This design comes from an exercise in tuning for a short achievable clock period and few clock cycles on the open sky130 flow, not from production work.
In this exercise RTL edits were held to simulation tests only and were not proved equivalent to the original.

==> inputs of run C <==
==> flow/design.v <==
`default_nettype none
package core_pkg;
   typedef enum logic [2:0] {
      T_NOP          = 3'd0,
      T_CALC_CONST_A = 3'd1,
      T_CALC_CONST_B = 3'd2,
      T_CALC         = 3'd3,
      T_MEM_ACT      = 3'd4,
      T_HLT          = 3'd5,
      T_BRANCH       = 3'd6,
      T_ILLEGAL      = 3'd7
   } instr_type_e;
   typedef enum logic [2:0] {
      S_FETCH   = 3'd0,
      S_EXECUTE = 3'd1,
      S_MEM     = 3'd2,
      S_PC_INC  = 3'd3,
      S_HALT    = 3'd4
   } state_e;
   localparam int c_type_lsb  = 0;
   localparam int c_type_msb  = 2;
   localparam int c_op_lsb    = 3;
   localparam int c_op_msb    = 6;
   localparam int c_rega_lsb  = 7;
   localparam int c_rega_msb  = 11;
   localparam int c_regb_lsb  = 12;
   localparam int c_regb_msb  = 16;
   localparam int c_regc_lsb  = 17;
   localparam int c_regc_msb  = 21;
   localparam int c_imm15_lsb = 17;
   localparam int c_imm20_lsb = 12;
   localparam int c_imm_msb   = 31;
   localparam logic [4:0] c_pc_idx  = 5'd31;
   localparam int         c_sel_ram = 0;
endpackage
`default_nettype wire
`default_nettype none
module alu #(
   parameter int bit_width = 32
)(
   input  wire logic [3:0]           op,
   input  wire logic [bit_width-1:0] a,
   input  wire logic [bit_width-1:0] b,
   input  wire logic [bit_width-1:0] pc,
   output logic      [bit_width-1:0] result
);
   always_comb begin
      result = '0;
      case (op)
         4'd0:    result = a + b;
         4'd1:    result = a - b;
         4'd2:    result = a & b;
         4'd3:    result = a | b;
         4'd4:    result = a ^ b;
         4'd5:    result = a << b[4:0];
         4'd6:    result = a >> b[4:0];
         4'd7:    result = {{(bit_width-1){1'b0}}, (a < b)};
         4'd8:    result = a;
         4'd9:    result = b;
         4'd10:   result = pc + b;
         default: result = '0;
      endcase
   end
endmodule
`default_nettype wire
`default_nettype none
module core_regfile
#(
   parameter int XLEN = 32
)(
   input  wire logic            clk,
   input  wire logic            rst,
   input  wire logic            we,
   input  wire logic [4:0]      waddr,
   input  wire logic [XLEN-1:0] wdata,
   input  wire logic [4:0]      ra_a,
   input  wire logic [4:0]      ra_b,
   input  wire logic [4:0]      ra_c,
   output logic      [XLEN-1:0] rd_a,
   output logic      [XLEN-1:0] rd_b,
   output logic      [XLEN-1:0] rd_c
);
   logic [XLEN-1:0] r_gpr [0:30];
   always_ff @(posedge clk) begin
      if (!rst && we && waddr != core_pkg::c_pc_idx) begin
         r_gpr[waddr] <= wdata;
      end
   end
   assign rd_a = r_gpr[ra_a];
   assign rd_b = r_gpr[ra_b];
   assign rd_c = r_gpr[ra_c];
endmodule
`default_nettype wire
`default_nettype none
module core_v2
#(
   parameter int              XLEN     = 32,
   parameter int              ADDR_W   = 13,
   parameter int              SEL_W    = 2,
   parameter logic [XLEN-1:0] RESET_PC = '0
)(
   input  wire logic  clk,
   input  wire logic  rst,
   output logic              bus_req,
   output logic [ADDR_W-1:0] bus_addr,
   output logic [SEL_W-1:0]  bus_sel,
   output logic [1:0]        bus_op,
   output logic [XLEN-1:0]   bus_wdata,
   input  wire logic         bus_ack,
   input  wire logic [XLEN-1:0] bus_rdata,
   output logic       halted,
   output logic       illegal,
   output logic [XLEN-1:0] pc
);
   logic            r_fetch;     
   logic            r_data;      
   logic            r_gap;       
   logic            r_halted, r_illegal;
   logic            r_jal;       
   logic            r_jbr;       
   logic [XLEN-1:0] r_fa;        
   logic [ADDR_W-1:0] r_baddr;   
   logic [SEL_W-1:0] r_bsel;
   logic [1:0]      r_bop;
   logic [XLEN-1:0] r_pc;        
   logic            r_ex;        
   logic            r_we;        
   logic [3:0]      r_op;
   logic [4:0]      r_ra;
   logic [XLEN-1:0] r_a, r_b, r_c;
   logic [2:0]      d_type;
   logic [3:0]      d_op;
   logic [4:0]      d_ra, d_rb, d_rc;
   logic [XLEN-1:0] d_imm15, d_imm20;
   logic            d_alu, d_mem, d_hlt, d_br, d_ill, d_pcw;
   assign d_type  = bus_rdata[core_pkg::c_type_msb:core_pkg::c_type_lsb];
   assign d_op    = bus_rdata[core_pkg::c_op_msb:core_pkg::c_op_lsb];
   assign d_ra    = bus_rdata[core_pkg::c_rega_msb:core_pkg::c_rega_lsb];
   assign d_rb    = bus_rdata[core_pkg::c_regb_msb:core_pkg::c_regb_lsb];
   assign d_rc    = bus_rdata[core_pkg::c_regc_msb:core_pkg::c_regc_lsb];
   assign d_imm15 = XLEN'(bus_rdata[core_pkg::c_imm_msb:core_pkg::c_imm15_lsb]);
   assign d_imm20 = XLEN'(bus_rdata[core_pkg::c_imm_msb:core_pkg::c_imm20_lsb]);
   assign d_alu = (d_type == core_pkg::T_CALC_CONST_A) || (d_type == core_pkg::T_CALC_CONST_B) ||
                  (d_type == core_pkg::T_CALC);
   assign d_mem = (d_type == core_pkg::T_MEM_ACT);
   assign d_hlt = (d_type == core_pkg::T_HLT);
   assign d_br  = (d_type == core_pkg::T_BRANCH);
   assign d_ill = (d_type == core_pkg::T_ILLEGAL);
   assign d_pcw = (d_ra == core_pkg::c_pc_idx);
   logic [XLEN-1:0] w_alu_y, w_jfast, w_fa, w_fa_inc;
   logic            w_cond, w_taken;
   alu #(.bit_width(XLEN)) u_alu (
      .op     (r_op),
      .a      (r_a),
      .b      (r_b),
      .pc     (r_pc),
      .result (w_alu_y)
   );
   always_comb begin
      w_jfast = '0;
      if (!r_op[2]) begin
         case (r_op[1:0])
            2'd0:    w_jfast = r_a;
            2'd1:    w_jfast = r_b;
            2'd2:    w_jfast = r_pc + r_b;
            default: w_jfast = '0;
         endcase
      end
   end
   assign w_cond  = (r_c != '0);
   assign w_taken = r_jbr && w_cond;
   assign w_fa     = r_jal ? w_jfast : (w_taken ? r_a : r_fa);
   assign w_fa_inc = w_fa + XLEN'(1);
   logic            w_fack, w_dack, w_ld;
   logic            w_rf_we;
   logic [XLEN-1:0] w_rf_wdata;
   logic [XLEN-1:0] w_rf_a, w_rf_b, w_rf_c;
   logic [XLEN-1:0] w_rd_a, w_rd_b, w_rd_c;
   logic            w_fwd;
   assign w_fack = r_fetch && bus_ack;
   assign w_dack = r_data && bus_ack;
   assign w_ld   = w_dack && !r_bop[0];
   assign w_fwd      = r_ex && r_we;
   assign w_rf_we    = (w_fwd || w_ld) && !rst;
   assign w_rf_wdata = r_data ? bus_rdata : w_alu_y;
   core_regfile #(.XLEN(XLEN)) u_regfile (
      .clk   (clk),
      .rst   (rst),
      .we    (w_rf_we),
      .waddr (r_ra),
      .wdata (w_rf_wdata),
      .ra_a  (d_ra),
      .ra_b  (d_rb),
      .ra_c  (d_rc),
      .rd_a  (w_rf_a),
      .rd_b  (w_rf_b),
      .rd_c  (w_rf_c)
   );
   always_comb begin
      if (d_ra == core_pkg::c_pc_idx)    w_rd_a = w_fa;
      else if (w_fwd && r_ra == d_ra)    w_rd_a = w_alu_y;
      else                               w_rd_a = w_rf_a;
      if (d_rb == core_pkg::c_pc_idx)    w_rd_b = w_fa;
      else if (w_fwd && r_ra == d_rb)    w_rd_b = w_alu_y;
      else                               w_rd_b = w_rf_b;
      if (d_rc == core_pkg::c_pc_idx)    w_rd_c = w_fa;
      else if (w_fwd && r_ra == d_rc)    w_rd_c = w_alu_y;
      else                               w_rd_c = w_rf_c;
   end
   always_ff @(posedge clk) begin
      if (rst) begin
         r_fetch   <= 1'b1;
         r_data    <= 1'b0;
         r_gap     <= 1'b0;
         r_halted  <= 1'b0;
         r_illegal <= 1'b0;
         r_jal     <= 1'b0;
         r_jbr     <= 1'b0;
         r_ex      <= 1'b0;
         r_fa      <= RESET_PC;
         r_baddr   <= RESET_PC[ADDR_W-1:0];
         r_bsel    <= '0;
         r_bop     <= '0;
      end else begin
         r_ex <= 1'b0;
         if (w_fack) begin
            r_jal   <= d_alu && d_pcw && d_op[3];
            r_jbr   <= d_br;
            r_ex    <= d_alu;
            r_fa    <= w_fa_inc;
            r_baddr <= d_mem ? w_rd_b[ADDR_W-1:0] : w_fa_inc[ADDR_W-1:0];
            r_bsel  <= d_mem ? SEL_W'(d_op[3:2]) : SEL_W'(core_pkg::c_sel_ram);
            r_bop   <= d_mem ? d_op[1:0] : 2'b00;
            if (d_mem) begin
               r_fetch <= 1'b0;
               r_data  <= 1'b1;
            end else if (d_alu && d_pcw && !d_op[3]) begin
               r_fetch <= 1'b0;
               r_gap   <= 1'b1;
            end else if (d_hlt || d_ill) begin
               r_fetch   <= 1'b0;
               r_halted  <= 1'b1;
               r_illegal <= d_ill;
            end
         end
         if (r_gap) begin
            r_gap   <= 1'b0;
            r_fetch <= 1'b1;
            r_fa    <= w_alu_y;
            r_baddr <= w_alu_y[ADDR_W-1:0];
         end
         if (w_dack) begin
            r_data  <= 1'b0;
            r_fetch <= 1'b1;
            r_bsel  <= SEL_W'(core_pkg::c_sel_ram);
            r_bop   <= 2'b00;
            if (w_ld && r_ra == core_pkg::c_pc_idx) begin
               r_fa    <= bus_rdata;
               r_baddr <= bus_rdata[ADDR_W-1:0];
            end else begin
               r_baddr <= r_fa[ADDR_W-1:0];
            end
         end
      end
   end
   always_ff @(posedge clk) begin
      if (w_fack) begin
         r_pc <= w_fa;
         r_op <= d_op;
         r_ra <= d_ra;
         r_we <= !d_pcw;
         r_a  <= (d_type == core_pkg::T_CALC_CONST_A) ? d_imm20 : w_rd_b;
         r_b  <= (d_type == core_pkg::T_CALC_CONST_B) ? d_imm15 : w_rd_c;
         r_c  <= w_rd_a;
      end
   end
   assign bus_req   = (r_fetch || r_data) && !rst;
   assign bus_addr  = r_jal ? w_jfast[ADDR_W-1:0] : (w_taken ? r_a[ADDR_W-1:0] : r_baddr);
   assign bus_sel   = r_bsel;
   assign bus_op    = r_bop;
   assign bus_wdata = r_c;
   assign halted    = r_halted;
   assign illegal   = r_illegal;
   assign pc        = r_pc;
endmodule
`default_nettype wire
==> flow/run.sh <==
#!/bin/bash
# synth_recipe.tcl (not shown) runs the flow's synth.tcl, then flattens the netlist and writes it again
# the make line also repeats each setting of config.mk as NAME=value (left out here)
make -C /OpenROAD-flow-scripts/flow DESIGN_CONFIG=/design/flow/config.mk WORK_HOME=/design/flow/orfs CLKGATE_MAP_FILE= SYNTH_SCRIPT=/design/flow/synth_recipe.tcl finish
==> flow/config.mk <==
export PLATFORM = sky130hd
export DESIGN_NAME = core_v2
export DESIGN_NICKNAME = core_v2
export VERILOG_FILES = /design/flow/design.v
export SDC_FILE = /design/flow/constraint.sdc
export NUM_CORES = 4
export LEC_CHECK = 0
export CAP_MARGIN = 20
export CORE_MARGIN = 2
export CORE_UTILIZATION = 40
export SLEW_MARGIN = 20
==> flow/constraint.sdc <==
create_clock -name core_clock -period 12.0 [get_ports {clk}]
set_input_delay 2.4000 -clock core_clock [delete_from_list [all_inputs] [get_ports {clk}]]
set_output_delay 2.4000 -clock core_clock [all_outputs]
set_load 0.01 [all_outputs]
==> run G: changes against run C <==
--- a/flow/design.v
+++ b/flow/design.v
@@ -79,12 +79,16 @@
    output logic      [XLEN-1:0] rd_a,
    output logic      [XLEN-1:0] rd_b,
-   output logic      [XLEN-1:0] rd_c
+   output logic      [XLEN-1:0] rd_c,
+   output logic                 nz_a
 );
    logic [XLEN-1:0] r_gpr [0:30];
+   logic [30:0]     r_nz;
    always_ff @(posedge clk) begin
       if (!rst && we && waddr != core_pkg::c_pc_idx) begin
          r_gpr[waddr] <= wdata;
+         r_nz[waddr]  <= (wdata != '0);
       end
    end
+   assign nz_a = r_nz[ra_a];
    assign rd_a = r_gpr[ra_a];
    assign rd_b = r_gpr[ra_b];
@@ -113,10 +117,9 @@
    output logic [XLEN-1:0] pc
 );
+   logic            r_req;       
    logic            r_fetch;     
    logic            r_data;      
    logic            r_gap;       
    logic            r_halted, r_illegal;
-   logic            r_jal;       
-   logic            r_jbr;       
    logic [XLEN-1:0] r_fa;        
    logic [ADDR_W-1:0] r_baddr;   
@@ -133,5 +136,5 @@
    logic [4:0]      d_ra, d_rb, d_rc;
    logic [XLEN-1:0] d_imm15, d_imm20;
-   logic            d_alu, d_mem, d_hlt, d_br, d_ill, d_pcw;
+   logic            d_alu, d_mem, d_hlt, d_br, d_ill, d_pcw, d_fast, d_jfast, d_jslow, d_taken;
    assign d_type  = bus_rdata[core_pkg::c_type_msb:core_pkg::c_type_lsb];
    assign d_op    = bus_rdata[core_pkg::c_op_msb:core_pkg::c_op_lsb];
@@ -148,33 +151,13 @@
    assign d_ill = (d_type == core_pkg::T_ILLEGAL);
    assign d_pcw = (d_ra == core_pkg::c_pc_idx);
-   logic [XLEN-1:0] w_alu_y, w_jfast, w_fa, w_fa_inc;
-   logic            w_cond, w_taken;
-   alu #(.bit_width(XLEN)) u_alu (
-      .op     (r_op),
-      .a      (r_a),
-      .b      (r_b),
-      .pc     (r_pc),
-      .result (w_alu_y)
-   );
-   always_comb begin
-      w_jfast = '0;
-      if (!r_op[2]) begin
-         case (r_op[1:0])
-            2'd0:    w_jfast = r_a;
-            2'd1:    w_jfast = r_b;
-            2'd2:    w_jfast = r_pc + r_b;
-            default: w_jfast = '0;
-         endcase
-      end
-   end
-   assign w_cond  = (r_c != '0);
-   assign w_taken = r_jbr && w_cond;
-   assign w_fa     = r_jal ? w_jfast : (w_taken ? r_a : r_fa);
-   assign w_fa_inc = w_fa + XLEN'(1);
+   assign d_fast  = d_op[3] && !(d_op[2:0] == 3'd2 && d_type != core_pkg::T_CALC_CONST_B);
+   assign d_jfast = d_alu && d_pcw && d_fast;
+   assign d_jslow = d_alu && d_pcw && !d_fast;
    logic            w_fack, w_dack, w_ld;
    logic            w_rf_we;
-   logic [XLEN-1:0] w_rf_wdata;
+   logic [XLEN-1:0] w_rf_wdata, w_alu_y;
    logic [XLEN-1:0] w_rf_a, w_rf_b, w_rf_c;
    logic [XLEN-1:0] w_rd_a, w_rd_b, w_rd_c;
+   logic            w_rf_nz_a, w_nz_a;
    logic            w_fwd;
    assign w_fack = r_fetch && bus_ack;
@@ -195,19 +178,55 @@
       .rd_a  (w_rf_a),
       .rd_b  (w_rf_b),
-      .rd_c  (w_rf_c)
+      .rd_c  (w_rf_c),
+      .nz_a  (w_rf_nz_a)
    );
    always_comb begin
-      if (d_ra == core_pkg::c_pc_idx)    w_rd_a = w_fa;
+      if (d_ra == core_pkg::c_pc_idx)    w_rd_a = r_fa;
       else if (w_fwd && r_ra == d_ra)    w_rd_a = w_alu_y;
       else                               w_rd_a = w_rf_a;
-      if (d_rb == core_pkg::c_pc_idx)    w_rd_b = w_fa;
+      if (d_ra == core_pkg::c_pc_idx)    w_nz_a = (r_fa != '0);
+      else if (w_fwd && r_ra == d_ra)    w_nz_a = (w_alu_y != '0);
+      else                               w_nz_a = w_rf_nz_a;
+      if (d_rb == core_pkg::c_pc_idx)    w_rd_b = r_fa;
       else if (w_fwd && r_ra == d_rb)    w_rd_b = w_alu_y;
       else                               w_rd_b = w_rf_b;
-      if (d_rc == core_pkg::c_pc_idx)    w_rd_c = w_fa;
+      if (d_rc == core_pkg::c_pc_idx)    w_rd_c = r_fa;
       else if (w_fwd && r_ra == d_rc)    w_rd_c = w_alu_y;
       else                               w_rd_c = w_rf_c;
    end
+   logic [XLEN-1:0] d_a, d_b, d_early, d_next, d_baddr, w_fa_inc;
+   logic            d_sel_b, d_sel_c, d_sel_e;
+   assign d_a      = (d_type == core_pkg::T_CALC_CONST_A) ? d_imm20 : w_rd_b;
+   assign d_b      = (d_type == core_pkg::T_CALC_CONST_B) ? d_imm15 : w_rd_c;
+   assign w_fa_inc = r_fa + XLEN'(1);
+   assign d_taken  = d_br && w_nz_a;
+   always_comb begin
+      d_early = w_fa_inc;
+      if (d_jfast) begin
+         case (d_op[2:0])
+            3'd0:    d_early = d_imm20;
+            3'd1:    d_early = d_imm15;
+            3'd2:    d_early = r_fa + d_imm15;
+            default: d_early = '0;
+         endcase
+      end
+   end
+   assign d_sel_b = (d_jfast && d_op[2:0] == 3'd0 && d_type != core_pkg::T_CALC_CONST_A) || d_taken;
+   assign d_sel_c = d_jfast && d_op[2:0] == 3'd1 && d_type != core_pkg::T_CALC_CONST_B;
+   assign d_sel_e = !d_sel_b && !d_sel_c;
+   assign d_next  = ({XLEN{d_sel_b}} & w_rd_b) | ({XLEN{d_sel_c}} & w_rd_c) |
+                    ({XLEN{d_sel_e}} & d_early);
+   assign d_baddr = ({XLEN{d_sel_b || d_mem}} & w_rd_b) | ({XLEN{d_sel_c}} & w_rd_c) |
+                    ({XLEN{d_sel_e && !d_mem}} & d_early);
+   alu #(.bit_width(XLEN)) u_alu (
+      .op     (r_op),
+      .a      (r_a),
+      .b      (r_b),
+      .pc     (r_pc),
+      .result (w_alu_y)
+   );
    always_ff @(posedge clk) begin
       if (rst) begin
+         r_req     <= 1'b1;
          r_fetch   <= 1'b1;
          r_data    <= 1'b0;
@@ -215,6 +234,4 @@
          r_halted  <= 1'b0;
          r_illegal <= 1'b0;
-         r_jal     <= 1'b0;
-         r_jbr     <= 1'b0;
          r_ex      <= 1'b0;
          r_fa      <= RESET_PC;
@@ -225,9 +242,7 @@
          r_ex <= 1'b0;
          if (w_fack) begin
-            r_jal   <= d_alu && d_pcw && d_op[3];
-            r_jbr   <= d_br;
             r_ex    <= d_alu;
-            r_fa    <= w_fa_inc;
-            r_baddr <= d_mem ? w_rd_b[ADDR_W-1:0] : w_fa_inc[ADDR_W-1:0];
+            r_fa    <= d_next;
+            r_baddr <= d_baddr[ADDR_W-1:0];
             r_bsel  <= d_mem ? SEL_W'(d_op[3:2]) : SEL_W'(core_pkg::c_sel_ram);
             r_bop   <= d_mem ? d_op[1:0] : 2'b00;
@@ -235,8 +250,10 @@
                r_fetch <= 1'b0;
                r_data  <= 1'b1;
-            end else if (d_alu && d_pcw && !d_op[3]) begin
+            end else if (d_jslow) begin
+               r_req   <= 1'b0;
                r_fetch <= 1'b0;
                r_gap   <= 1'b1;
             end else if (d_hlt || d_ill) begin
+               r_req     <= 1'b0;
                r_fetch   <= 1'b0;
                r_halted  <= 1'b1;
@@ -246,4 +263,5 @@
          if (r_gap) begin
             r_gap   <= 1'b0;
+            r_req   <= 1'b1;
             r_fetch <= 1'b1;
             r_fa    <= w_alu_y;
@@ -266,15 +284,15 @@
    always_ff @(posedge clk) begin
       if (w_fack) begin
-         r_pc <= w_fa;
+         r_pc <= r_fa;
          r_op <= d_op;
          r_ra <= d_ra;
          r_we <= !d_pcw;
-         r_a  <= (d_type == core_pkg::T_CALC_CONST_A) ? d_imm20 : w_rd_b;
-         r_b  <= (d_type == core_pkg::T_CALC_CONST_B) ? d_imm15 : w_rd_c;
+         r_a  <= d_a;
+         r_b  <= d_b;
          r_c  <= w_rd_a;
       end
    end
-   assign bus_req   = (r_fetch || r_data) && !rst;
-   assign bus_addr  = r_jal ? w_jfast[ADDR_W-1:0] : (w_taken ? r_a[ADDR_W-1:0] : r_baddr);
+   assign bus_req   = r_req && !rst;
+   assign bus_addr  = r_baddr;
    assign bus_sel   = r_bsel;
    assign bus_op    = r_bop;
==> flow/flow/run.sh (new file) <==
#!/bin/bash
set -euo pipefail
MARGIN=${OWN_SETUP_MARGIN:-7}
bash standard.sh synth > synth.log 2>&1
sed 's|"\${@:-finish}"|SETUP_SLACK_MARGIN='"$MARGIN"' "${@:-finish}"|' standard.sh > standard_margin.sh
grep -q "SETUP_SLACK_MARGIN=$MARGIN" standard_margin.sh
bash standard_margin.sh > layout.log 2>&1
test -f out/final.def
==> flow/standard.sh (new file) <==
#!/bin/bash
# synth_recipe.tcl (not shown) runs the flow's synth.tcl, then flattens the netlist and writes it again
# the make line also repeats each setting of config.mk as NAME=value (left out here)
make -C /OpenROAD-flow-scripts/flow DESIGN_CONFIG=/design/flow/config.mk WORK_HOME=/design/flow/orfs CLKGATE_MAP_FILE= SYNTH_SCRIPT=/design/flow/synth_recipe.tcl "${@:-finish}"
Settings changed: ABC_CLOCK_PERIOD_IN_PS set to 3000, SETUP_SLACK_MARGIN set to 5.
removed: flow/run.sh
==> notes <==
Wire length: run G is larger than run C (18%).
Against run G, the final area of run C is lower by 9.6%.
Against run C, the die area of run G is higher by about 4.4%.
Against run G, the hold slack of run C is higher by 0.00093 ns.
Register-to-register slack: run C is lower than run G (0.39 ns).
In run C the count of clock-buffer cells in the layout is lower than in run G, by 11.
Testbench counts of run C, summed over its fixed seeds: cycles 114,194.
Testbench counts of run G, summed over its fixed seeds: cycles 114,194.

-- re-timing with driven ports --
Ports are ideal in the flow. The routed layouts listed here were re-timed in OpenROAD. Step 1: set_driving_cell puts a clkbuf_16 on clk and a buf_2 on each other input, an assumption about the parent block. Step 2 adds t to the input delays and takes it off the output delays; t is the mean of the earliest and latest rising clock arrival at the registers after step 1. Input paths then give back, and output paths get back, about the clock's delay inside the block. Three values: ideal, step 1, step 2; two values: the first two.
run	shift t [ns]	setup slack, ns	cell pins on the clock port's net
run C	0.841	4.461 / 4.375 / 5.216	1
run G	0.888	6.217 / 6.217 / 5.504	1
After both steps setup and hold are still met in every run listed. The setup slack of run G, which loses most, moves by 0.000 ns with the drivers and by -0.713 ns with both steps.
